What follows belongs to an exercise in optimizing a design on an open flow for small area, a short achievable clock period and few clock cycles per item; a production flow would make more cautious choices. In this exercise RTL edits were held to simulation tests only and were not proved equivalent to the original.

Design segment_intersection_test, start of the top module:
module segment_intersection_test #(
   parameter int COORD_BITS = sit_pkg::COORD_BITS_DEF
) (
   input  logic                         clock,
   input  logic                         reset,
   input  logic                         req_valid,
   output logic                         req_ready,
   input  logic signed [COORD_BITS-1:0] req_a_start_x,
   input  logic signed [COORD_BITS-1:0] req_a_start_y,
   input  logic signed [COORD_BITS-1:0] req_a_end_x,
   input  logic signed [COORD_BITS-1:0] req_a_end_y,
   input  logic signed [COORD_BITS-1:0] req_b_start_x,
   input  logic signed [COORD_BITS-1:0] req_b_start_y,
   input  logic signed [COORD_BITS-1:0] req_b_end_x,
   input  logic signed [COORD_BITS-1:0] req_b_end_y,
   output logic                         rsp_valid,
   input  logic                         rsp_ready,
   output logic                         rsp_hit,
   output logic [1:0]                   rsp_hit_kind
);
   localparam int NS = sit_pkg::DP_STAGES;    
   localparam int QN = sit_pkg::Q_DEPTH;       
   localparam int CW = sit_pkg::Q_CNT_BITS;    
   logic [NS:0]   vld;                         
   logic          rdy_ff;
   logic [CW-1:0] cnt_ff, cnt_nx;
   logic          acc, pop;
   logic [QN-1:0] qv_ff, qv_nx;
   sit_pkg::hit_kind_type qk_ff [QN];
   sit_pkg::hit_kind_type qk_nx [QN];
   sit_pkg::hit_kind_type kind;
   logic          hit_ff;
   assign acc    = req_valid && rdy_ff;
   assign pop    = qv_ff[0] && rsp_ready;
   assign vld[0] = acc;
   always_comb begin
      logic [QN-1:0] sv;
      sit_pkg::hit_kind_type sk [QN];
      cnt_nx = cnt_ff + CW'(acc) - CW'(pop);
      for (int i = 0; i < QN; i++) begin
         sv[i] = pop ? (i + 1 < QN ? qv_ff[i + 1] : 1'b0) : qv_ff[i];
         sk[i] = pop ? (i + 1 < QN ? qk_ff[i + 1] : qk_ff[i]) : qk_ff[i];
      end
      for (int i = 0; i < QN; i++) begin
         qv_nx[i] = sv[i];
  ...
Size: roughly 5600 cells after synthesis, ~810 flip-flops, roughly 140 I/O pins, about 65000 µm² of cells after synthesis.
clock: 8.0 ns
lec_check: 0
cap_margin: 20
core_margin: 2
core_utilization: 50
place_density: 0.75
setup_slack_margin: 4.7
slew_margin: 20
synth_hierarchical: 1
run.sh (not shown) runs the stock make flow with config.mk's settings and CLKGATE_MAP_FILE= SYNTH_SCRIPT=/design/flow/synth_recipe.tcl, a recipe that flattens the netlist after the stock synthesis.
The starting point went through all stages and came out clean.
Testbench counts at the start, summed over its fixed seeds: cycles 16,048, items 16,000.
Then changed:
--- a/flow/config.mk
+++ b/flow/config.mk
@@ -11,2 +11,2 @@
-export PLACE_DENSITY = 0.75
-export SETUP_SLACK_MARGIN = 4.7
+export PLACE_DENSITY = 0.5
+export SETUP_SLACK_MARGIN = 4.6
Result: Routed wire length is lower by 1.5%. Critical path depth is lower by 2. Area after synthesis is unchanged. Synthesized cell count does not change. Worst setup slack is better by 48 ps.
Then changed:
--- a/flow/config.mk
+++ b/flow/config.mk
@@ -11,2 +11 @@
-export PLACE_DENSITY = 0.5
-export SETUP_SLACK_MARGIN = 4.6
+export SETUP_SLACK_MARGIN = 4.4
After rerunning:
- The new run finished with timing, DRC and antenna clean
- design area fell by 2.0%
- core utilization fell by 1.2 points
- fmax fell by 3.3%
Then changed:
--- a/flow/config.mk
+++ b/flow/config.mk
@@ -11 +11,2 @@
-export SETUP_SLACK_MARGIN = 4.4
+export PLACE_DENSITY = 0.42
+export SETUP_SLACK_MARGIN = 4.7
The changed run passed the timing, DRC and antenna checks. Register-to-register slack improves by 180 ps. Fmax came out higher by about 5.3%. Non-clock buffer count grows by 138. Die area stays the same. Clock skew came out higher by 30 ps. Worst setup slack gains 180 ps. Area after synthesis stays the same. Final cell count came out higher by 1.7%. Routed wire length rises by about 5%.
Then changed:
--- a/flow/config.mk
+++ b/flow/config.mk
@@ -11,2 +11,2 @@
-export PLACE_DENSITY = 0.42
-export SETUP_SLACK_MARGIN = 4.7
+export PLACE_DENSITY = 0.5
+export SETUP_SLACK_MARGIN = 4.85
What happened: The new run produced a clean layout. Routed wire length grows by 5.0%. Die area stays the same. Global-route usage grows by 1.4 points. Cell area grows by 3.7%. Clock skew shrinks by 16 ps. Count of clock-buffer cells in the layout grows by 1.

segment_intersection_test again, from the RTL that the note above started with.
export LEC_CHECK = 0
export CAP_MARGIN = 20
export CORE_MARGIN = 2
export CORE_UTILIZATION = 50
export SETUP_SLACK_MARGIN = 4.7
export SLEW_MARGIN = 20
export SYNTH_HIERARCHICAL = 1
create_clock -name core_clock -period 8.0 [get_ports {clock}]
Testbench counts at the start, summed over its fixed seeds: cycles 16,048, items 16,000.
==> next run, changes <==
--- a/flow/config.mk
+++ b/flow/config.mk
@@ -9,3 +9,5 @@
 export CORE_MARGIN = 2
-export CORE_UTILIZATION = 50
+export CORE_UTILIZATION = 60
+export CTS_BUF_LIST = sky130_fd_sc_hd__clkbuf_4 sky130_fd_sc_hd__clkbuf_8
+export CTS_CLUSTER_SIZE = 30
 export SETUP_SLACK_MARGIN = 4.7
After rerunning: Hold slack barely changes. Register-to-register slack got worse by 0.12 ns. Design area fell slightly. Die area fell by about a fifth. Synthesized area stays the same.
==> next run, changes <==
==> flow/config.mk (replaced) <==
export PLATFORM = sky130hd
export DESIGN_NAME = segment_intersection_test
export DESIGN_NICKNAME = segment_intersection_test
export VERILOG_FILES = /design/flow/design.v
export SDC_FILE = /design/flow/constraint.sdc
export NUM_CORES = 4
export LEC_CHECK = 0
export CAP_MARGIN = 10
export CORE_MARGIN = 2
export CORE_UTILIZATION = 50
export SETUP_SLACK_MARGIN = 4.7
export SLEW_MARGIN = 10
export SYNTH_HIERARCHICAL = 1
Outcome: The new run finished with timing, DRC and antenna clean. Worst hold slack barely changes. Core utilization falls by 11 points.
==> next run, changes <==
--- a/flow/config.mk
+++ b/flow/config.mk
@@ -7,7 +7,9 @@
 export LEC_CHECK = 0
-export CAP_MARGIN = 10
+export CAP_MARGIN = 20
 export CORE_MARGIN = 2
 export CORE_UTILIZATION = 50
+export GPL_ROUTABILITY_DRIVEN = 0
+export PLACE_DENSITY = 0.5
 export SETUP_SLACK_MARGIN = 4.7
-export SLEW_MARGIN = 10
+export SLEW_MARGIN = 20
 export SYNTH_HIERARCHICAL = 1
What happened: Final cell count stays flat; non-clock buffer count went down by 1; hold slack degrades by 0.0063 ns; register-to-register slack is worse by 0.05 ns; count of clock-buffer cells in the layout shrinks by 16; synthesized area is unchanged.
==> next run, changes <==
--- a/flow/config.mk
+++ b/flow/config.mk
@@ -10,3 +10,2 @@
 export CORE_UTILIZATION = 50
-export GPL_ROUTABILITY_DRIVEN = 0
 export PLACE_DENSITY = 0.5
After rerunning: Synthesized area does not change; wire length is about the same; final cell count stays flat; global-route usage increases by 0.21 points; register-to-register slack gains 0.07 ns; synthesized cell count is unchanged; worst setup slack gains 0.071 ns; sequential share of layout area hardly moves; sequential cell count is unchanged; clock-buffer cell count went up by 12; design area barely changes.

==> port drivers added, routing unchanged <==
The results above use ideal ports. As a check the final layouts listed here were re-extracted and re-timed, cells and wires unchanged.
Step 1 sets driving cells, clkbuf_16 on the clock port and buf_2 on the other inputs (assumed; they add their load-dependent delay and slew).
Step 2 moves the port delays by t, midway between the first and last clock arrival at a register: inputs arrive t later, outputs are due t later. That takes back most of the time a late clock gives input paths.
a / b / c = no drivers / after step 1 / after step 2; a / b = the first two.
run	t (ns)	setup slack, ns	worst setup path at the end	clock arrival spread, ns	slew at the worst register clock pin (ns)
the first run of note 1	0.799	4.494 / 4.494 / 3.992	input to register	0.026 / 0.026	0.07 / 0.07
the second run of note 1	0.792	4.541 / 4.541 / 3.911	input to register	0.054 / 0.054	0.07 / 0.07
the third run of note 1	0.777	4.423 / 4.423 / 3.738	input to register	0.022 / 0.022	0.07 / 0.07
the fourth run of note 1	0.786	4.604 / 4.604 / 3.986	input to register	0.052 / 0.053	0.07 / 0.07
the fifth run of note 1	0.795	4.541 / 4.541 / 4.158	input to register	0.038 / 0.038	0.07 / 0.07
the first run of note 2	0.769	4.587 / 4.587 / 4.065	input to register	0.033 / 0.034	0.07 / 0.07
the second run of note 2	0.899	4.463 / 4.463 / 3.913	input to register	0.066 / 0.065	0.07 / 0.07
the third run of note 2	0.769	4.587 / 4.587 / 4.065	input to register	0.033 / 0.034	0.07 / 0.07
the fourth run of note 2	0.795	4.533 / 4.533 / 3.976	input to register	0.036 / 0.037	0.07 / 0.07
the fifth run of note 2	0.786	4.604 / 4.604 / 3.986	input to register	0.052 / 0.053	0.07 / 0.07
After both steps setup and hold are still met in every run listed. For the third run of note 1, which loses most, drivers alone change the setup slack by 0.000 ns; drivers and shift together by -0.685 ns.
